From an optimization exercise on the open Yosys and OpenROAD flow, aimed at small area; shortcuts taken in it are not production practice. Function was checked by simulation only, so behaviour that the tests miss may differ from the original. No activity file was given, so power comes from the tool's default toggle rates.

==> module voice_osc, before the edit <==
module voice_osc (
  input logic Clk,
  input logic reset,
  input logic [4-1:0] voice_active,
  input logic [6:0] new_note,
  input logic [1:0] wr_slot,
  input logic wr_pend,
  output logic [1:0] vis,
  output logic [6:0] cur_note,  
  output logic signed [18-1:0] mix_sample,
  output logic mix_valid,
  output logic signed [18-1:0] held
);
  logic [24-1:0] ph0, ph1, ph2, ph3;  
  logic [6:0] nt0, nt1, nt2, nt3;  
  logic first;  
  logic cur_active;
  logic [24-1:0] inc;
  logic [24-1:0] psum;
  logic [24:0] pc;
  logic [24-1:0] next_phase;
  logic [7:0] addr;
  logic [14:0] qmag;
  logic neg;
  logic [18-1:0] addend;
  logic [18-1:0] part;
  logic [18:0] fc;
  logic [18-1:0] fsum;
  logic signed [18-1:0] frame;
  assign cur_note = (wr_pend && wr_slot == vis) ? new_note : nt0;
  assign cur_active = voice_active[vis];
  logic [13:0] inc14;
  inc_net u_inc (.a(cur_note), .y(inc14));  
  assign inc = 24'(inc14);
  always_comb begin
    pc[0] = 1'b0;
    for (int i = 0; i < 24; i++) begin
      psum[i] = ph0[i] ^ inc[i] ^ pc[i];
      pc[i+1] = (ph0[i] & inc[i]) | (pc[i] & (ph0[i] ^ inc[i]));
    end
  end
  assign next_phase = cur_active ? psum : '0;  
  always_ff @(posedge Clk) begin
    ph0 <= ph1;
    ph1 <= ph2;
    ph2 <= ph3;
    ph3 <= next_phase;
    nt0 <= nt1;
    nt1 <= nt2;
    nt2 <= nt3;
    nt3 <= cur_note;
  end
  assign addr = ph2[24-1 -: 8];
  assign neg = addr[7];
  qsin_net u_sin (.u(addr[6:0]), .y(qmag));  
  assign addend = {{3{neg}}, qmag ^ {15{neg}}};  
  assign mix_valid = (vis == 2'd2) && !first;
  assign part = (vis == 2'd2) ? '0 : frame;  
  always_comb begin
    fc[0] = neg;
    for (int i = 0; i < 18; i++) begin
      fsum[i] = part[i] ^ addend[i] ^ fc[i];
      fc[i+1] = (part[i] & addend[i]) | (fc[i] & (part[i] ^ addend[i]));
    end
  end
  assign mix_sample = mix_valid ? frame : held;
  always_ff @(posedge Clk) begin
    if (reset) begin
      vis <= '0;
      first <= 1'b1;
      frame <= '0;
      held <= '0;
    end else begin
      vis <= vis + 1'b1;
      if (vis == 2'd2) first <= 1'b0;
      frame <= first ? '0 : fsum;
      if (mix_valid) held <= frame;
    end
  end
endmodule
clock: 40.0 ns
lec_check: 0
abc_area: 1
cap_margin: 20
core_margin: 2
core_utilization: 40
cts_buf_list: sky130_fd_sc_hd__clkbuf_4
cts_cluster_diameter: 50
cts_cluster_size: 8
slew_margin: 20
standard.sh (not shown) runs the stock make flow with config.mk's settings and CLKGATE_MAP_FILE= SYNTH_SCRIPT=/design/flow/synth_recipe.tcl, a recipe that flattens the netlist after the stock synthesis.
==> flow/flow/run.sh <==
#!/bin/bash
# Standard synthesis, then the combinational logic is re-mapped with a
# stronger ABC script (registers untouched), then the standard layout steps,
# with no dummy clock loads and buf_1 port buffers.
set -euo pipefail
HERE=$(pwd)
RES=$HERE/orfs/results/$FLOW_PLATFORM/synth_top/base
YOSYS=${YOSYS_EXE:-$FLOW_HOME/../tools/install/yosys/bin/yosys}
[ -x "$YOSYS" ] || YOSYS=yosys
LIB=$FLOW_HOME/platforms/$FLOW_PLATFORM/lib/sky130_fd_sc_hd__tt_025C_1v80.lib

bash standard.sh synth > std_synth.log 2>&1

# liberty without the platform's dont-use cells, for ABC
DONT_USE=$(sed -n '/^export DONT_USE_CELLS += /,/^#/p' $FLOW_HOME/platforms/$FLOW_PLATFORM/config.mk | grep -oE "sky130_fd_sc_hd__[a-z0-9_]+" | tr '\n' ' ')
python3 flow/filtlib.py $LIB remap.lib $DONT_USE > filtlib.log 2>&1
# cells kept as they are: registers, adder cells and tie cells
KEEP='sky130_fd_sc_hd__df* sky130_fd_sc_hd__edf* sky130_fd_sc_hd__sdf* sky130_fd_sc_hd__sedf* sky130_fd_sc_hd__dl* sky130_fd_sc_hd__fa_* sky130_fd_sc_hd__fah* sky130_fd_sc_hd__ha_* sky130_fd_sc_hd__conb_*'
python3 flow/filtlib.py remap.lib remap_comb.lib $KEEP >> filtlib.log 2>&1
python3 flow/filtlib.py remap.lib remap_keep.lib --keep $KEEP >> filtlib.log 2>&1

cp $RES/1_2_yosys.v yosys_standard.v
# a few ABC scripts in parallel; the smallest netlist is used
NF='&get,-n;&dch,-f;&nf,-p,-R,1000;&put'
SCRIPTS=(
  "+strash;$NF"
  "+strash;$NF;strash;$NF"
  "+strash;&get,-n;&deepsyn,-T,300;&put;$NF"
  "+strash;&get,-n;&deepsyn,-T,600,-S,3;&put;$NF"
)
for i in "${!SCRIPTS[@]}"; do
  REMAP_ABC="${SCRIPTS[$i]}" REMAP_LIB=$HERE/remap.lib REMAP_COMB_LIB=$HERE/remap_comb.lib REMAP_KEEP_LIB=$HERE/remap_keep.lib \
    REMAP_IN=$HERE/yosys_standard.v REMAP_OUT=$HERE/yosys_remap_$i.v \
    $YOSYS -c flow/remap.tcl > remap_$i.log 2>&1 &
done
wait
best=""; best_area=""
for i in "${!SCRIPTS[@]}"; do
  [ -f yosys_remap_$i.v ] && grep -q "Found and reported 0 problems" remap_$i.log || continue
  area=$(grep "Chip area for module" yosys_remap_$i.v.stat.txt | awk '{print $NF}')
  echo "script $i: area $area: ${SCRIPTS[$i]}" >> remap_choice.log
  if [ -z "$best" ] || awk "BEGIN{exit !($area < $best_area)}"; then best=$i; best_area=$area; fi
done
[ -n "$best" ] || { echo "no remap succeeded" >&2; exit 1; }
echo "chosen: script $best" >> remap_choice.log
cp yosys_remap_$best.v yosys_remap.v
cp yosys_remap.v $RES/1_2_yosys.v
rm -f $RES/1_synth.odb $RES/1_synth.sdc

bash standard.sh \
  "CTS_ARGS=-sink_clustering_enable -repair_clock_nets -dont_use_dummy_load -sink_clustering_size 10 -sink_clustering_max_diameter 60 -buf_list sky130_fd_sc_hd__clkbuf_4" \
  "BUFFER_PORTS_ARGS=-buffer_cell sky130_fd_sc_hd__buf_1" \
  finish > std_finish.log 2>&1

# the filtered libraries are large and only inputs; keep the logs
rm -f remap.lib remap_comb.lib remap_keep.lib
Other scripts of this flow, unchanged in this note and not shown: flow/flow/filtlib.py, flow/flow/remap.tcl
The baseline passed the timing, design-rule and antenna checks.
Next try:
--- a/flow/design.v
+++ b/flow/design.v
@@ -251,21 +251,22 @@
   end
   assign mix_sample = mix_valid ? frame : held;
   always_ff @(posedge Clk) begin
     if (reset) begin
       vis <= '0;
       first <= 1'b1;
-      frame <= '0;
       held <= '0;
     end else begin
       vis <= vis + 1'b1;
       if (vis == 2'd2) first <= 1'b0;
-      frame <= first ? '0 : fsum;
       if (mix_valid) held <= frame;
     end
   end
+  always_ff @(posedge Clk) begin
+    frame <= fsum;
+  end
 endmodule
 module qsin_net (input logic [6:0] u, output logic [14:0] y);
   logic n0;
   logic n1;
   logic n2;
   logic n3;
What happened: Routed wire length drops by 0.38%; global-route usage decreases by 0.24 points; setup slack gets worse by 0.63 ns; count of clock-buffer cells in the layout went up by 1; combinational power went down by 28%; non-clock buffer count drops by 4; via count drops by 0.72%; power drops by 14%; core utilization hardly moves.

## what the ideal ports hide
No port has a modelled driver above. Below, the same layouts with a new extraction and two added sets of constraints. Step 1 (the two cells are an assumption about what drives the block):
set clk [get_ports {Clk}]
set_driving_cell -lib_cell sky130_fd_sc_hd__clkbuf_16 $clk
set_driving_cell -lib_cell sky130_fd_sc_hd__buf_2 [delete_from_list [all_inputs] $clk]
Step 2, shift: input delay + t, output delay - t, t = (earliest + latest rising clock arrival at the registers) / 2. This alone moves slack from input paths to output paths. Slacks: ideal ports / drivers / drivers and shift; pairs: ideal ports / drivers.
run	shift t [ns]	setup slack, ns	slew at the worst register clock pin (ns)
the first run	0.661	27.890 / 27.890 / 27.890	0.11 / 0.11
the second run	0.649	27.259 / 27.259 / 27.259	0.11 / 0.11
After both steps every run listed still meets setup and hold.
